This is an optimization exercise on Yosys and OpenROAD, whose aim is small area, a short achievable clock period and few clock cycles per item, not a production implementation.
The RTL was checked by simulation tests, not by an equivalence proof against the original design.
Power figures rest on the tool's default switching activity, not on a simulated workload.

==> 11-11 <==
## max_two_disjoint_rect_sum
module max_two_disjoint_rect_sum #(
    parameter int MAX_ROWS  = mtdr_pkg::DEF_MAX_ROWS,
    parameter int MAX_COLS  = mtdr_pkg::DEF_MAX_COLS,
    parameter int CELL_BITS = mtdr_pkg::DEF_CELL_BITS
) (
    input  logic                               i_clk,
    input  logic                               i_rst_n,
    input  logic                               i_in_valid,
    output logic                               o_in_ready,
    input  logic signed [CELL_BITS-1:0]        i_in_cell_value,
    input  logic                               i_in_last_cell,
    output logic                               o_out_valid,
    input  logic                               i_out_ready,
    output logic signed [mtdr_pkg::OUT_W-1:0]  o_out_best_sum,
    output logic                               o_out_no_pair,
    input  logic                               i_cfg_valid,
    output logic                               o_cfg_ready,
    input  logic [mtdr_pkg::CFG_IDX_W-1:0]     i_cfg_index,
    input  logic [mtdr_pkg::CFG_DATA_W-1:0]    i_cfg_data
);
Settings: LEC_CHECK=0, ABC_AREA=1, CAP_MARGIN=20, CORE_MARGIN=2, CORE_UTILIZATION=40, SETUP_SLACK_MARGIN=5, SLEW_MARGIN=20; clock period 10.0 ns.
run.sh (not shown) runs the stock make flow with config.mk's settings and CLKGATE_MAP_FILE= SYNTH_SCRIPT=/design/flow/synth_recipe.tcl, a recipe that flattens the netlist after the stock synthesis.
==> 11-19 (differences from 11-11) <==
--- a/flow/design.v
+++ b/flow/design.v
@@ -297,46 +297,36 @@
                 busy_n = 1'b0;
             end else begin
                 k_n  = k + 3'd1;
                 v_n  = dir ? st_v - 3'd1 : st_v + 3'd1;
                 vh_n = dir ? {1'b0, st_vh[7:1]} : {st_vh[6:0], 1'b0};
             end
         end
     end
-    logic n1_top, p2_top, nm1_zero, ge12, ge21, ge1r, ge2r;
-    always_comb begin
-        ge12     = eslot ? (s_cm1[1] >= p2c) : (s_cm1[0] >= p2c);
-        ge21     = eslot ? (p2c >= s_cm1[1]) : (p2c >= s_cm1[0]);
-        ge1r     = eslot ? (s_cm1[1] >= p2rs) : (s_cm1[0] >= p2rs);
-        ge2r     = (p2c >= p2rs);
-        n1_top   = (~p2v | ge12) & (~(p2v & p2fin) | ge1r);
-        p2_top   = (~rdy1 | ge21) & (~p2fin | ge2r);
-        nm1_zero = (~rdy1 | n1c == 3'd0) & (~p2v | p2c == 3'd0) & (~(p2v & p2fin) | p2rs == 3'd0);
-    end
     logic stn_last, stn_act1, stn_act2, stn_rowc, stn_fstart, stn_first1, stn_last1, stn_first2;
     logic [2:0] cv_n;
     always_comb begin
         cv_n = dir ? st_v - 3'd1 : st_v + 3'd1;
         if (start) begin
-            stn_last   = nm1_zero;
+            stn_last   = (nm1 == 3'd0);
             stn_rowc   = take2 & p2fin & (p2rm1 != 3'd0);
             stn_fstart = take2 & p2fin;
             if (dir) begin       
                 stn_act1   = take1;
                 stn_act2   = take2;
                 stn_first1 = 1'b1;
                 stn_last1  = (n1c == 3'd0);
                 stn_first2 = 1'b1;
             end else begin       
-                stn_act1   = rdy1 & n1_top;
-                stn_act2   = p2v & p2_top;
-                stn_first1 = n1_top;
-                stn_last1  = nm1_zero;
-                stn_first2 = p2_top;
+                stn_act1   = take1 & (nm1 <= n1c);
+                stn_act2   = take2 & (nm1 <= p2c);
+                stn_first1 = (nm1 == n1c);
+                stn_last1  = (nm1 == 3'd0);
+                stn_first2 = (nm1 == p2c);
             end
         end else begin
             stn_last   = busy & ~st_last & (k + 3'd1 == mm1);
             stn_rowc   = busy & ~st_last & fin & (k + 3'd1 < r2rm1);
             stn_fstart = 1'b0;
             stn_act1   = busy & ~st_last & has1 & (cv_n <= c1m1);
             stn_act2   = busy & ~st_last & has2 & (cv_n <= c2m1);
             stn_first1 = dir ? (cv_n == c1m1) : (cv_n == 3'd0);
@@ -432,22 +422,21 @@
     end
     logic [7:0][7:0][SW-1:0] cs;      
     logic [7:0][SW-1:0]      old_v, new_v, p_ov;
     logic [15:0]             p_x;
     logic [7:0]              p_vh;
     logic                    p_act1, p_act2, p_first1, p_last1, p_first2, p_rowc, p_fstart, p_flast;
     logic                    p_fin, p_dir, p_fresh, p_fvalid;
     logic [2:0]              p_r1, p_r2, p_v, p_q;
-    logic [7:0]              p_fresh_lane;     
     logic                    byp;
     assign byp = p_act1 & |(p_vh & st_vh);
     always_comb begin
         for (int a = 0; a < 8; a++)
-            new_v[a] = (p_fresh_lane[a] ? {SW{1'b0}} : p_ov[a]) + {{(SW-16){p_x[15]}}, p_x};
+            new_v[a] = ((p_r1 == a[2:0]) ? {SW{1'b0}} : p_ov[a]) + {{(SW-16){p_x[15]}}, p_x};
     end
     always_comb begin
         for (int a = 0; a < 8; a++) begin
             old_v[a] = '0;
             for (int c = 0; c < 8; c++) old_v[a] = old_v[a] | (cs[a][c] & {SW{st_vh[c]}});
             if (byp) old_v[a] = new_v[a];
         end
     end
@@ -465,17 +454,16 @@
         p_first1 <= a_first1;
         p_last1  <= a_last1;
         p_first2 <= a_first2;
         p_fin    <= fin;
         p_dir    <= dir;
         p_fresh  <= (r1 <= 3'd1);
         p_fvalid <= (r2rm1 != 3'd0);
         p_r1     <= r1;
-        for (int a = 0; a < 8; a++) p_fresh_lane[a] <= (r1 == a[2:0]);
         p_r2     <= r2;
         p_v      <= v;
         p_q      <= k + 3'd1;
     end
     always_ff @(posedge i_clk) begin
         for (int a = 0; a < 8; a++) begin
             for (int c = 0; c < 8; c++) begin
                 if (p_act1 && p_vh[c]) cs[a][c] <= new_v[a];
@@ -656,63 +644,50 @@
         e_vh   <= d_vh;
     end
     always_ff @(posedge i_clk) begin
         for (int c = 0; c < 7; c++) if (e_wr && !e_dir && e_vh[c]) rgt[c] <= e_mall;
         for (int c = 1; c < 8; c++) if (e_wr && e_dir && e_vh[c])  lft[c] <= e_mall;
     end
     logic [KW-1:0] rm;
     logic [KW:0]   rm_n;
+    logic [PW-1:0] candc_d;
     always_comb begin
         rm_n = vmax({~d_first2, rm}, d_fm2);
+        candc_d = {rm[KW-1], rm} + {ca_other[KW-1], ca_other};
     end
     always_ff @(posedge i_clk) begin
         if (d_act2 && d_fin) rm <= rm_n[KW-1:0];
     end
     logic       e_candv, e_rowc, e_fstart, e_flast;
-    logic [KW-1:0] e_rm, e_oth;
-    logic [PW-1:0] e_candr;
+    logic [PW-1:0] e_candc, e_candr;
     always_ff @(posedge i_clk) begin
         if (!i_rst_n) begin
             e_candv <= 1'b0; e_rowc <= 1'b0; e_fstart <= 1'b0; e_flast <= 1'b0;
         end else begin
             e_candv <= d_act2 & d_fin & ~d_first2;
             e_rowc <= d_rowc; e_fstart <= d_fstart; e_flast <= d_flast;
         end
     end
     always_ff @(posedge i_clk) begin
-        e_rm    <= rm;
-        e_oth   <= ca_other;
+        e_candc <= candc_d;
         e_candr <= d_candr;
     end
-    logic          x_candv, x_rowc, x_fstart, x_flast;
-    logic [PW-1:0] x_candc, x_candr;
-    always_ff @(posedge i_clk) begin
-        if (!i_rst_n) begin
-            x_candv <= 1'b0; x_rowc <= 1'b0; x_fstart <= 1'b0; x_flast <= 1'b0;
-        end else begin
-            x_candv <= e_candv; x_rowc <= e_rowc; x_fstart <= e_fstart; x_flast <= e_flast;
-        end
-    end
-    always_ff @(posedge i_clk) begin
-        x_candc <= {e_rm[KW-1], e_rm} + {e_oth[KW-1], e_oth};
-        x_candr <= e_candr;
-    end
     logic [PW:0] ans_r, ans_c;
     always_ff @(posedge i_clk) begin
-        if (x_fstart) begin
-            ans_r <= {x_rowc, x_candr};
-            ans_c <= {x_candv, x_candc};
+        if (e_fstart) begin
+            ans_r <= {e_rowc, e_candr};
+            ans_c <= {e_candv, e_candc};
         end else begin
-            ans_r <= pmax(ans_r, {x_rowc, x_candr});
-            ans_c <= pmax(ans_c, {x_candv, x_candc});
+            ans_r <= pmax(ans_r, {e_rowc, e_candr});
+            ans_c <= pmax(ans_c, {e_candv, e_candc});
         end
     end
     logic f_flast;
     logic [PW:0] ans;
     always_ff @(posedge i_clk) begin
         if (!i_rst_n) f_flast <= 1'b0;
-        else          f_flast <= x_flast;
+        else          f_flast <= e_flast;
     end
     assign ans    = pmax(ans_r, ans_c);
     assign push   = f_flast;
     assign push_d = ans[PW] ? {1'b0, ans[PW-1:0]} : {1'b1, {PW{1'b0}}};
 endmodule
ABC_AREA = not set   (was 1)
==> 05-03 (differences from 11-11) <==
--- a/flow/design.v
+++ b/flow/design.v
@@ -297,46 +297,36 @@
                 busy_n = 1'b0;
             end else begin
                 k_n  = k + 3'd1;
                 v_n  = dir ? st_v - 3'd1 : st_v + 3'd1;
                 vh_n = dir ? {1'b0, st_vh[7:1]} : {st_vh[6:0], 1'b0};
             end
         end
     end
-    logic n1_top, p2_top, nm1_zero, ge12, ge21, ge1r, ge2r;
-    always_comb begin
-        ge12     = eslot ? (s_cm1[1] >= p2c) : (s_cm1[0] >= p2c);
-        ge21     = eslot ? (p2c >= s_cm1[1]) : (p2c >= s_cm1[0]);
-        ge1r     = eslot ? (s_cm1[1] >= p2rs) : (s_cm1[0] >= p2rs);
-        ge2r     = (p2c >= p2rs);
-        n1_top   = (~p2v | ge12) & (~(p2v & p2fin) | ge1r);
-        p2_top   = (~rdy1 | ge21) & (~p2fin | ge2r);
-        nm1_zero = (~rdy1 | n1c == 3'd0) & (~p2v | p2c == 3'd0) & (~(p2v & p2fin) | p2rs == 3'd0);
-    end
     logic stn_last, stn_act1, stn_act2, stn_rowc, stn_fstart, stn_first1, stn_last1, stn_first2;
     logic [2:0] cv_n;
     always_comb begin
         cv_n = dir ? st_v - 3'd1 : st_v + 3'd1;
         if (start) begin
-            stn_last   = nm1_zero;
+            stn_last   = (nm1 == 3'd0);
             stn_rowc   = take2 & p2fin & (p2rm1 != 3'd0);
             stn_fstart = take2 & p2fin;
             if (dir) begin       
                 stn_act1   = take1;
                 stn_act2   = take2;
                 stn_first1 = 1'b1;
                 stn_last1  = (n1c == 3'd0);
                 stn_first2 = 1'b1;
             end else begin       
-                stn_act1   = rdy1 & n1_top;
-                stn_act2   = p2v & p2_top;
-                stn_first1 = n1_top;
-                stn_last1  = nm1_zero;
-                stn_first2 = p2_top;
+                stn_act1   = take1 & (nm1 <= n1c);
+                stn_act2   = take2 & (nm1 <= p2c);
+                stn_first1 = (nm1 == n1c);
+                stn_last1  = (nm1 == 3'd0);
+                stn_first2 = (nm1 == p2c);
             end
         end else begin
             stn_last   = busy & ~st_last & (k + 3'd1 == mm1);
             stn_rowc   = busy & ~st_last & fin & (k + 3'd1 < r2rm1);
             stn_fstart = 1'b0;
             stn_act1   = busy & ~st_last & has1 & (cv_n <= c1m1);
             stn_act2   = busy & ~st_last & has2 & (cv_n <= c2m1);
             stn_first1 = dir ? (cv_n == c1m1) : (cv_n == 3'd0);
@@ -432,22 +422,21 @@
     end
     logic [7:0][7:0][SW-1:0] cs;      
     logic [7:0][SW-1:0]      old_v, new_v, p_ov;
     logic [15:0]             p_x;
     logic [7:0]              p_vh;
     logic                    p_act1, p_act2, p_first1, p_last1, p_first2, p_rowc, p_fstart, p_flast;
     logic                    p_fin, p_dir, p_fresh, p_fvalid;
     logic [2:0]              p_r1, p_r2, p_v, p_q;
-    logic [7:0]              p_fresh_lane;     
     logic                    byp;
     assign byp = p_act1 & |(p_vh & st_vh);
     always_comb begin
         for (int a = 0; a < 8; a++)
-            new_v[a] = (p_fresh_lane[a] ? {SW{1'b0}} : p_ov[a]) + {{(SW-16){p_x[15]}}, p_x};
+            new_v[a] = ((p_r1 == a[2:0]) ? {SW{1'b0}} : p_ov[a]) + {{(SW-16){p_x[15]}}, p_x};
     end
     always_comb begin
         for (int a = 0; a < 8; a++) begin
             old_v[a] = '0;
             for (int c = 0; c < 8; c++) old_v[a] = old_v[a] | (cs[a][c] & {SW{st_vh[c]}});
             if (byp) old_v[a] = new_v[a];
         end
     end
@@ -465,17 +454,16 @@
         p_first1 <= a_first1;
         p_last1  <= a_last1;
         p_first2 <= a_first2;
         p_fin    <= fin;
         p_dir    <= dir;
         p_fresh  <= (r1 <= 3'd1);
         p_fvalid <= (r2rm1 != 3'd0);
         p_r1     <= r1;
-        for (int a = 0; a < 8; a++) p_fresh_lane[a] <= (r1 == a[2:0]);
         p_r2     <= r2;
         p_v      <= v;
         p_q      <= k + 3'd1;
     end
     always_ff @(posedge i_clk) begin
         for (int a = 0; a < 8; a++) begin
             for (int c = 0; c < 8; c++) begin
                 if (p_act1 && p_vh[c]) cs[a][c] <= new_v[a];
@@ -656,63 +644,50 @@
         e_vh   <= d_vh;
     end
     always_ff @(posedge i_clk) begin
         for (int c = 0; c < 7; c++) if (e_wr && !e_dir && e_vh[c]) rgt[c] <= e_mall;
         for (int c = 1; c < 8; c++) if (e_wr && e_dir && e_vh[c])  lft[c] <= e_mall;
     end
     logic [KW-1:0] rm;
     logic [KW:0]   rm_n;
+    logic [PW-1:0] candc_d;
     always_comb begin
         rm_n = vmax({~d_first2, rm}, d_fm2);
+        candc_d = {rm[KW-1], rm} + {ca_other[KW-1], ca_other};
     end
     always_ff @(posedge i_clk) begin
         if (d_act2 && d_fin) rm <= rm_n[KW-1:0];
     end
     logic       e_candv, e_rowc, e_fstart, e_flast;
-    logic [KW-1:0] e_rm, e_oth;
-    logic [PW-1:0] e_candr;
+    logic [PW-1:0] e_candc, e_candr;
     always_ff @(posedge i_clk) begin
         if (!i_rst_n) begin
             e_candv <= 1'b0; e_rowc <= 1'b0; e_fstart <= 1'b0; e_flast <= 1'b0;
         end else begin
             e_candv <= d_act2 & d_fin & ~d_first2;
             e_rowc <= d_rowc; e_fstart <= d_fstart; e_flast <= d_flast;
         end
     end
     always_ff @(posedge i_clk) begin
-        e_rm    <= rm;
-        e_oth   <= ca_other;
+        e_candc <= candc_d;
         e_candr <= d_candr;
     end
-    logic          x_candv, x_rowc, x_fstart, x_flast;
-    logic [PW-1:0] x_candc, x_candr;
-    always_ff @(posedge i_clk) begin
-        if (!i_rst_n) begin
-            x_candv <= 1'b0; x_rowc <= 1'b0; x_fstart <= 1'b0; x_flast <= 1'b0;
-        end else begin
-            x_candv <= e_candv; x_rowc <= e_rowc; x_fstart <= e_fstart; x_flast <= e_flast;
-        end
-    end
-    always_ff @(posedge i_clk) begin
-        x_candc <= {e_rm[KW-1], e_rm} + {e_oth[KW-1], e_oth};
-        x_candr <= e_candr;
-    end
     logic [PW:0] ans_r, ans_c;
     always_ff @(posedge i_clk) begin
-        if (x_fstart) begin
-            ans_r <= {x_rowc, x_candr};
-            ans_c <= {x_candv, x_candc};
+        if (e_fstart) begin
+            ans_r <= {e_rowc, e_candr};
+            ans_c <= {e_candv, e_candc};
         end else begin
-            ans_r <= pmax(ans_r, {x_rowc, x_candr});
-            ans_c <= pmax(ans_c, {x_candv, x_candc});
+            ans_r <= pmax(ans_r, {e_rowc, e_candr});
+            ans_c <= pmax(ans_c, {e_candv, e_candc});
         end
     end
     logic f_flast;
     logic [PW:0] ans;
     always_ff @(posedge i_clk) begin
         if (!i_rst_n) f_flast <= 1'b0;
-        else          f_flast <= x_flast;
+        else          f_flast <= e_flast;
     end
     assign ans    = pmax(ans_r, ans_c);
     assign push   = f_flast;
     assign push_d = ans[PW] ? {1'b0, ans[PW-1:0]} : {1'b1, {PW{1'b0}}};
 endmodule
==> comparison <==
- The lowest clock skew belongs to 11-11, the highest to 11-19.
- The lowest die area belongs to 11-19, the highest to 11-11.
- Against 05-03, the via count of 11-19 is smaller by about 10%.
- In 05-03 the count of clock-buffer cells in the layout is lower than in 11-19, by 16.
- Of 11-19 and 05-03, 05-03 has the higher global-route usage (gap 0.69 points).
- The lowest first-iteration DRC count belongs to 11-19, the highest to 11-11.
- Register-to-register slack, highest first: 11-11, 05-03, 11-19.
- Of 11-11 and 11-19, 11-19 has the higher sequential share of layout area (gap 0.40 points).
- In clock power, 11-11 and 11-19 hardly differ.
==> figures <==
| item | 05-03 | 11-19 | 11-11 |
|---|---|---|---|
| R2R cell count | 16 | 20 | 27 |
| Synth top area share | 40.41% | 40.97% | 39.83% |
| P_comb | 0.0141 W | 0.0133 W | 0.0152 W |
| Combinational fraction of design power | 27.7% | 26.4% | 28.7% |
| Footprint of the multi-input gates | 60400 um^2 | 62350 um^2 | 61230 um^2 |
| Crit-path slowest cell | sky130_fd_sc_hd__inv_2 | sky130_fd_sc_hd__dfxtp_4 | sky130_fd_sc_hd__clkdlybuf4s50_1 |
| Layout Nets | 17.82k | 14.65k | 17.99k |
| Final worst path period share | 44.40% | 45.86% | 40.30% |
| Sum of net half-perimeters after detailed placement | 352400 um | 327800 um | 364900 um |
| Final critical path time including I/O delays and setup | 4440 ps | 4586 ps | 4030 ps |
| Met3 track utilization from global routing | 2.952% | 3.095% | 3.082% |
| Wirelength per Cell | 22.60 um | 25.39 um | 23.18 um |
| Part of the total power dissipated in sequential elements | 42.4% | 42.6% | 41.8% |
| Outcome | complete, no violations | complete, no violations | complete, no violations |
| Clock latency reported for the late side of the worst-skew pair | 990 ps | 1010 ps | 980 ps |
| Dominant cell by count in the synthesized netlist | sky130_fd_sc_hd__nand2_1 | sky130_fd_sc_hd__edfxtp_1 | sky130_fd_sc_hd__nand2_1 |
| Number of placement rows | 239 | 237 | 241 |
| Total wire length after detailed routing | 510700 um | 488800 um | 528300 um |
| Static Leakage | 80.43 nW | 72.71 nW | 81.56 nW |
Testbench counts of 11-11, summed over its fixed seeds: cycles 6,145, grids 128.
Testbench counts of 11-19, summed over its fixed seeds: cycles 6,136, grids 128.
Testbench counts of 05-03, summed over its fixed seeds: cycles 6,136, grids 128.

-- afterwards: timing with drivers on the ports --
How much do the figures lean on ideal ports? The routed layouts below were timed once more, with nothing changed but the port constraints.
Step 1 sets driving cells, clkbuf_16 on the clock port and buf_2 on the other inputs (assumed; they add their load-dependent delay and slew).
Step 2 adds t to the input delays and takes it off the output delays; t is the mean of the earliest and latest rising clock arrival at the registers after step 1. Input paths then give back, and output paths get back, about the clock's delay inside the block.
Slacks: ideal ports / drivers / drivers and shift; pairs: ideal ports / drivers.
run	t (ns)	setup slack, ns	worst data-port slew with drivers (ns)
11-11	1.072	5.970 / 5.851 / 5.761	0.06
11-19	1.070	5.414 / 5.414 / 5.414	0.04
05-03	1.072	5.560 / 5.560 / 5.560	0.08
After both steps setup and hold are still met in every run listed. The setup slack of 11-11, which loses most, moves by -0.119 ns with the drivers and by -0.209 ns with both steps.
